Source: an optimization exercise on an open RTL-to-GDS flow (aim: small area and few clock cycles per item). Production flows keep margins and buffers that such runs may drop.
Function was checked by simulation only, so behaviour that the tests miss may differ from the original.

Setup of trial 52:
==> flow/design.v (excerpt) <==
module invsqrt_top (
    input  logic        i_clk,
    input  logic        i_arst_n,
    input  logic        i_valid,
    output logic        o_ready,
    input  logic [31:0] i_x,
    output logic        o_valid,
    input  logic        i_ready,
    output logic [31:0] o_result,
    output logic        o_invalid_op,
    output logic        o_divide_by_zero
);
    localparam int K    = 7;
    logic [31:0] x;
    logic        x_valid;
    logic        out_ready;
    logic [31:0] x_q;
    logic        x_valid_q;
    assign o_ready = !x_valid_q || out_ready;
    assign x       = x_q;
    assign x_valid = x_valid_q;
    always_ff @(posedge i_clk or negedge i_arst_n) begin
        if (!i_arst_n) begin
            x_valid_q <= 1'b0;
        end else if (o_ready) begin
            x_valid_q <= i_valid;
        end
    end
    always_ff @(posedge i_clk) begin
        if (o_ready) begin
            x_q <= i_x;
        end
    end
    logic [31:0] x_in;
  ...
==> flow/config.mk <==
export PLATFORM = sky130hd
export DESIGN_NAME = invsqrt_top
export DESIGN_NICKNAME = invsqrt_top
export VERILOG_FILES = /design/flow/design.v
export SDC_FILE = /design/flow/constraint.sdc
export NUM_CORES = 4
export LEC_CHECK = 0
export ABC_AREA = 1
export CAP_MARGIN = 25
export CORE_MARGIN = 2
export CORE_UTILIZATION = 35
export CTS_CLUSTER_DIAMETER = 150
export CTS_CLUSTER_SIZE = 40
export GPL_TIMING_DRIVEN = 0
export PLACE_DENSITY = 0.45
export SETUP_SLACK_MARGIN = 0.2
export SLEW_MARGIN = 25
==> flow/constraint.sdc <==
create_clock -name core_clock -period 10.5 [get_ports {i_clk}]
set_input_delay 2.1000 -clock core_clock [delete_from_list [all_inputs] [get_ports {i_clk}]]
set_output_delay 2.1000 -clock core_clock [all_outputs]
set_load 0.01 [all_outputs]
standard.sh (not shown) runs the stock make flow with config.mk's settings and CLKGATE_MAP_FILE= SYNTH_SCRIPT=/design/flow/synth_recipe.tcl, a recipe that flattens the netlist after the stock synthesis.
==> flow/flow/run.sh <==
#!/bin/bash
# Standard layout, with one extra netlist step between synthesis and floorplan:
# flow/fixinv.py drops the buffers synthesis left in (placement re-buffers the nets
# that need it) and pushes inverters through full-adder cells (a full adder is
# self-dual), which removes inverters and leaves the logic, registers and ports as
# they were. Every port gets its own buffer, as in the standard flow, but the
# buffer is a buf_1 cell. Each tool's output goes to a log file in this folder.
set -euo pipefail
cp standard.sh log_standard_sh.txt
bash standard.sh synth > log_synth.txt 2>&1
R=$(dirname "$(find orfs/results -name 1_2_yosys.v | head -1)")
cp "$R/1_2_yosys.v" log_1_2_yosys_std.v.txt
python3 flow/fixinv.py "$R/1_2_yosys.v" "$R/1_2_yosys.fix.v" > log_fixinv.txt 2>&1
cp "$R/1_2_yosys.fix.v" "$R/1_2_yosys.v"
rm -f "$R/1_synth.odb"
bash standard.sh finish "BUFFER_PORTS_ARGS=-buffer_cell sky130_fd_sc_hd__buf_1" > log_finish.txt 2>&1
Other scripts of this flow, unchanged in this note and not shown: flow/flow/fixinv.py
Testbench counts of trial 52, summed over its fixed seeds: cycles 32,016, items 32,000.
Inputs modified between trial 52 and build 16:
Settings: CTS_CLUSTER_DIAMETER no longer set, was 150; CORE_UTILIZATION now 45, was 35; PLACE_DENSITY now 0.55, was 0.45; CTS_CLUSTER_SIZE no longer set, was 40.
### Flow results
- Count of standard-cell rows for build 16 is lower than for trial 52.
- Worst hold slack: build 16 better than trial 52
- Going from trial 52 to build 16, routed length on met1 down 5500 µm; initial antenna violation count moved down; design area decreased 1.0%.


## v43
invsqrt_top again, from the RTL that the note above started with.
export LEC_CHECK = 0
export ABC_AREA = 1
export CAP_MARGIN = 20
export CORE_MARGIN = 2
export CORE_UTILIZATION = 22
export GPL_TIMING_DRIVEN = 0
export PLACE_DENSITY = 0.3
export SETUP_SLACK_MARGIN = 0.05
export SLEW_MARGIN = 20
create_clock -name core_clock -period 10.5 [get_ports {i_clk}]
==> flow/flow/run.sh <==
#!/bin/bash
# Standard layout, with one extra netlist step between synthesis and floorplan:
# flow/fixinv.py pushes inverters through full-adder cells (a full adder is
# self-dual), which removes inverters and leaves the logic, registers and ports as
# they were. Each tool's output goes to a log file in this folder.
set -euo pipefail
cp standard.sh log_standard_sh.txt
bash standard.sh synth > log_synth.txt 2>&1
R=$(dirname "$(find orfs/results -name 1_2_yosys.v | head -1)")
cp "$R/1_2_yosys.v" log_1_2_yosys_std.v.txt
python3 flow/fixinv.py "$R/1_2_yosys.v" "$R/1_2_yosys.fix.v" > log_fixinv.txt 2>&1
cp "$R/1_2_yosys.fix.v" "$R/1_2_yosys.v"
rm -f "$R/1_synth.odb"
bash standard.sh finish > log_finish.txt 2>&1
==> flow/flow/fixinv.py <==
#!/usr/bin/env python3
"""Push inverters through full adders in a flat sky130 netlist.

A full adder is self-dual: FA(~a,~b,~c) = (~sum, ~cout). Each fa cell may
therefore be fed complemented inputs, which complements its outputs. This script
chooses, per full adder, the polarity that needs the fewest inverters, then
rebuilds the inverters (one per signal that is needed complemented). Logic
function, registers and ports are unchanged.
usage: fixinv.py IN.v OUT.v
"""
import re, sys
from collections import defaultdict

OUTPINS = {'X', 'Y', 'Q', 'Q_N', 'SUM', 'COUT', 'HI', 'LO'}

def main(src, dst):
    lines = open(src).read().split('\n')
    head, insts, tail = [], [], []
    i = 0
    while i < len(lines) and not re.match(r'^\s+sky130_fd_sc_hd__\w+ \S', lines[i]):
        head.append(lines[i]); i += 1
    while i < len(lines):
        m = re.match(r'^\s+(sky130_fd_sc_hd__\w+) (.+?) \($', lines[i])
        if not m:
            break
        typ, name = m.group(1), m.group(2)
        pins = []
        i += 1
        while not re.match(r'^\s+\);$', lines[i]):
            pm = re.match(r'^\s+\.(\w+)\((.*)\),?$', lines[i])
            pins.append([pm.group(1), pm.group(2)])
            i += 1
        i += 1
        insts.append([typ, name, pins])
    tail = lines[i:]
    # ports
    ports = set()
    for l in head:
        m = re.match(r'^\s+(input|output)\s+(\[\d+:\d+\]\s+)?(\S+);', l)
        if m:
            ports.add(m.group(3))
    def isport(net):
        b = net.split('[')[0].strip()
        return b in ports
    isinv = lambda t: re.match(r'sky130_fd_sc_hd__(clk)?inv(lp)?_\d+$', t) is not None
    isfa = lambda t: re.match(r'sky130_fd_sc_hd__fa_\d+$', t) is not None
    drv = {}
    for k, (t, n, pins) in enumerate(insts):
        for p, net in pins:
            if p in OUTPINS:
                drv[net] = (k, p)
    # inverters kept as they are: those driving a port
    keep = set()
    for k, (t, n, pins) in enumerate(insts):
        if isinv(t):
            y = [net for p, net in pins if p == 'Y'][0]
            if isport(y):
                keep.add(k)
    def base(net):
        par = 0
        seen = 0
        while net in drv and isinv(insts[drv[net][0]][0]) and drv[net][0] not in keep:
            a = [x for p, x in insts[drv[net][0]][2] if p == 'A'][0]
            net = a; par ^= 1; seen += 1
            if seen > 50: break
        return net, par
    # consumers: (inst k, pin index) -> (source net, parity)
    cons = []
    for k, (t, n, pins) in enumerate(insts):
        if isinv(t) and k not in keep:
            continue
        for pi, (p, net) in enumerate(pins):
            if p in OUTPINS:
                continue
            if net.startswith("1'b") or net == '':
                continue
            s, par = base(net)
            cons.append((k, pi, s, par))
    fa_idx = [k for k, (t, n, p) in enumerate(insts) if isfa(t)]
    flip = defaultdict(int)
    srcflip = lambda s: flip[drv[s][0]] if (s in drv and isfa(insts[drv[s][0]][0])) else 0
    by_src = defaultdict(list)
    by_inst = defaultdict(list)
    for c in cons:
        by_src[c[2]].append(c)
        by_inst[c[0]].append(c)
    def req(c):
        k, pi, s, par = c
        r = par ^ srcflip(s)
        if isfa(insts[k][0]) and insts[k][2][pi][0] in ('A', 'B', 'CIN'):
            r ^= flip[k]
        return r
    def need(s):
        return any(req(c) for c in by_src[s])
    def outnets(k):
        return [net for p, net in insts[k][2] if p in ('SUM', 'COUT')]
    def affected(k):
        ss = set(c[2] for c in by_inst[k])
        ss.update(outnets(k))
        return ss
    before = sum(1 for s in by_src if need(s))
    import random, math
    rng = random.Random(12345)
    def greedy():
        changed = True; rounds = 0
        while changed and rounds < 50:
            changed = False; rounds += 1
            for k in fa_idx:
                A = affected(k)
                c0 = sum(1 for s in A if need(s))
                flip[k] ^= 1
                c1 = sum(1 for s in A if need(s))
                if c1 < c0:
                    changed = True
                else:
                    flip[k] ^= 1
    greedy()
    best = sum(1 for s in by_src if need(s)); bestflip = dict(flip)
    cur = best
    # simulated annealing over single full-adder flips
    T = 1.0
    steps = 40000
    for it in range(steps):
        k = fa_idx[rng.randrange(len(fa_idx))]
        A = affected(k)
        c0 = sum(1 for s in A if need(s))
        flip[k] ^= 1
        c1 = sum(1 for s in A if need(s))
        d = c1 - c0
        if d <= 0 or rng.random() < math.exp(-d / T):
            cur += d
            if cur < best:
                best = cur; bestflip = dict(flip)
        else:
            flip[k] ^= 1
        T = max(0.05, 1.0 * (1 - it / steps))
    flip.clear(); flip.update(bestflip)
    greedy()
    after = sum(1 for s in by_src if need(s))
    # rebuild
    invnet = {}
    newinst = []
    cnt = 0
    for s in sorted(by_src):
        if need(s):
            cnt += 1
            nn = 'fxinv_n%d' % cnt
            invnet[s] = nn
            newinst.append(['sky130_fd_sc_hd__inv_1', 'fxinv_%d' % cnt, [['A', s], ['Y', nn]]])
    for c in cons:
        k, pi, s, par = c
        insts[k][2][pi][1] = invnet[s] if req(c) else s
    out = [x for k, x in enumerate(insts) if not (isinv(x[0]) and k not in keep)]
    out += newinst
    # nets still used
    used = set()
    for t, n, pins in out:
        for p, net in pins:
            used.add(net)
    nh = []
    for l in head:
        m = re.match(r'^\s+wire\s+(\S+);$', l)
        if m and not isport(m.group(1)) and m.group(1) not in used and not m.group(1).startswith('['):
            continue
        nh.append(l)
    # insert new wire declarations before first instance
    for k in range(1, cnt + 1):
        nh.append('  wire fxinv_n%d;' % k)
    res = nh[:]
    for t, n, pins in out:
        res.append('  %s %s (' % (t, n))
        for j, (p, net) in enumerate(pins):
            res.append('    .%s(%s)%s' % (p, net, ',' if j < len(pins) - 1 else ''))
        res.append('  );')
    res += tail
    open(dst, 'w').write('\n'.join(res))
    ninv_old = sum(1 for t, n, p in insts if isinv(t))
    print('full adders %d, flipped %d, inverters %d -> %d (needed before %d, after %d, kept %d)'
          % (len(fa_idx), sum(flip[k] for k in fa_idx), ninv_old, cnt + len(keep), before, after, len(keep)))

if __name__ == '__main__':
    main(sys.argv[1], sys.argv[2])
Testbench counts of v43, summed over its fixed seeds: cycles 32,016, items 32,000.
### v43 -> v28
- swapping 0.05 for 0.15 in SETUP_SLACK_MARGIN
- swapping 20 for 25 in SLEW_MARGIN
- swapping 22 for 35 in CORE_UTILIZATION
- swapping 20 for 25 in CAP_MARGIN
- swapping 0.3 for 0.45 in PLACE_DENSITY
-- flow/flow/fixinv.py --
<<< v43, line 101
    before = sum(1 for s in by_src if need(s))
    import random, math
    rng = random.Random(12345)
    def greedy():
        changed = True; rounds = 0
        while changed and rounds < 50:
            changed = False; rounds += 1
            for k in fa_idx:
                A = affected(k)
                c0 = sum(1 for s in A if need(s))
                flip[k] ^= 1
                c1 = sum(1 for s in A if need(s))
                if c1 < c0:
                    changed = True
                else:
                    flip[k] ^= 1
    greedy()
    best = sum(1 for s in by_src if need(s)); bestflip = dict(flip)
    cur = best
    # simulated annealing over single full-adder flips
    T = 1.0
    steps = 40000
    for it in range(steps):
        k = fa_idx[rng.randrange(len(fa_idx))]
        A = affected(k)
        c0 = sum(1 for s in A if need(s))
        flip[k] ^= 1
        c1 = sum(1 for s in A if need(s))
        d = c1 - c0
        if d <= 0 or rng.random() < math.exp(-d / T):
            cur += d
            if cur < best:
                best = cur; bestflip = dict(flip)
        else:
            flip[k] ^= 1
        T = max(0.05, 1.0 * (1 - it / steps))
    flip.clear(); flip.update(bestflip)
    greedy()
    after = sum(1 for s in by_src if need(s))
>>> v28, line 101
    before = sum(1 for s in by_src if need(s))
    changed = True; rounds = 0
    while changed and rounds < 50:
        changed = False; rounds += 1
        for k in fa_idx:
            A = affected(k)
            c0 = sum(1 for s in A if need(s))
            flip[k] ^= 1
            c1 = sum(1 for s in A if need(s))
            if c1 < c0:
                changed = True
            else:
                flip[k] ^= 1
    after = sum(1 for s in by_src if need(s))
Results
Summary of v28 over v43: critical path depth up 7, cell area after layout down about 3.5%, final standard cell count with taps included and fillers excluded went down.
Most crowded layer after global routing = met1: v43; most crowded layer after global routing = met2: v28
Input-level comparison between v24 and v28:
- swapping 35 for 22 in CORE_UTILIZATION
- swapping 0.45 for 0.3 in PLACE_DENSITY
- swapping 0.15 for 0.1 in SETUP_SLACK_MARGIN
-- flow/flow/fixinv.py --
<<< v28, line 101
    before = sum(1 for s in by_src if need(s))
    changed = True; rounds = 0
    while changed and rounds < 50:
        changed = False; rounds += 1
        for k in fa_idx:
            A = affected(k)
            c0 = sum(1 for s in A if need(s))
            flip[k] ^= 1
            c1 = sum(1 for s in A if need(s))
            if c1 < c0:
                changed = True
            else:
                flip[k] ^= 1
    after = sum(1 for s in by_src if need(s))
>>> v24, line 101
    before = sum(1 for s in by_src if need(s))
    import random, math
    rng = random.Random(12345)
    def greedy():
        changed = True; rounds = 0
        while changed and rounds < 50:
            changed = False; rounds += 1
            for k in fa_idx:
                A = affected(k)
                c0 = sum(1 for s in A if need(s))
                flip[k] ^= 1
                c1 = sum(1 for s in A if need(s))
                if c1 < c0:
                    changed = True
                else:
                    flip[k] ^= 1
    greedy()
    best = sum(1 for s in by_src if need(s)); bestflip = dict(flip)
    cur = best
    # simulated annealing over single full-adder flips
    T = 1.0
    steps = 40000
    for it in range(steps):
        k = fa_idx[rng.randrange(len(fa_idx))]
        A = affected(k)
        c0 = sum(1 for s in A if need(s))
        flip[k] ^= 1
        c1 = sum(1 for s in A if need(s))
        d = c1 - c0
        if d <= 0 or rng.random() < math.exp(-d / T):
            cur += d
            if cur < best:
                best = cur; bestflip = dict(flip)
        else:
            flip[k] ^= 1
        T = max(0.05, 1.0 * (1 - it / steps))
    flip.clear(); flip.update(bestflip)
    greedy()
    after = sum(1 for s in by_src if need(s))
--- outcome ---
v24 completed end to end with timing, DRC and antenna clean.
Worst setup slack in v24 vs v28: up 0.041 ns
Post-detailed-placement cell area in v24 is 2.8% higher than in v28
On v24: number of placement rows is 22 higher than what v28 gave.
On ratio of cells with drive above 1 in the final layout: v24 sits above v28.
Cmp v24 and v28 / via count / lower: v24
When v24 is set beside v28, its final clock period utilization by the worst path turns out to be 0.39 points smaller.

## static timing again, ports no longer ideal
The results above use ideal ports. As a check the final layouts listed here were re-extracted and re-timed, cells and wires unchanged.
Step 1, drivers: a clkbuf_16 drives i_clk and a buf_2 each remaining input, both assumed.
Step 2 times the ports against the registers' clock, not the clock port: input delays grow and output delays shrink by t, the midpoint of the rising clock arrivals with the driver on.
Three values: no drivers, after step 1, after step 2; two values: the first two.
run | t, ns | setup WS [ns] | hold slack, ns | clock arrival spread, ns | cell pins on the clock port's net
trial 52 | 0.415 | 0.301 / 0.301 / 0.301 | 0.528 / 0.528 / 0.528 | 0.013 / 0.013 | 1
build 16 | 0.422 | 0.392 / 0.392 / 0.392 | 0.537 / 0.537 / 0.537 | 0.017 / 0.017 | 1
v43 | 0.439 | 0.346 / 0.346 / 0.346 | 0.534 / 0.534 / 0.534 | 0.025 / 0.024 | 1
v28 | 0.438 | 0.283 / 0.283 / 0.283 | 0.546 / 0.546 / 0.546 | 0.017 / 0.018 | 1
v24 | 0.461 | 0.324 / 0.324 / 0.324 | 0.538 / 0.538 / 0.538 | 0.041 / 0.041 | 1
After both steps setup and hold are still met in every run listed.
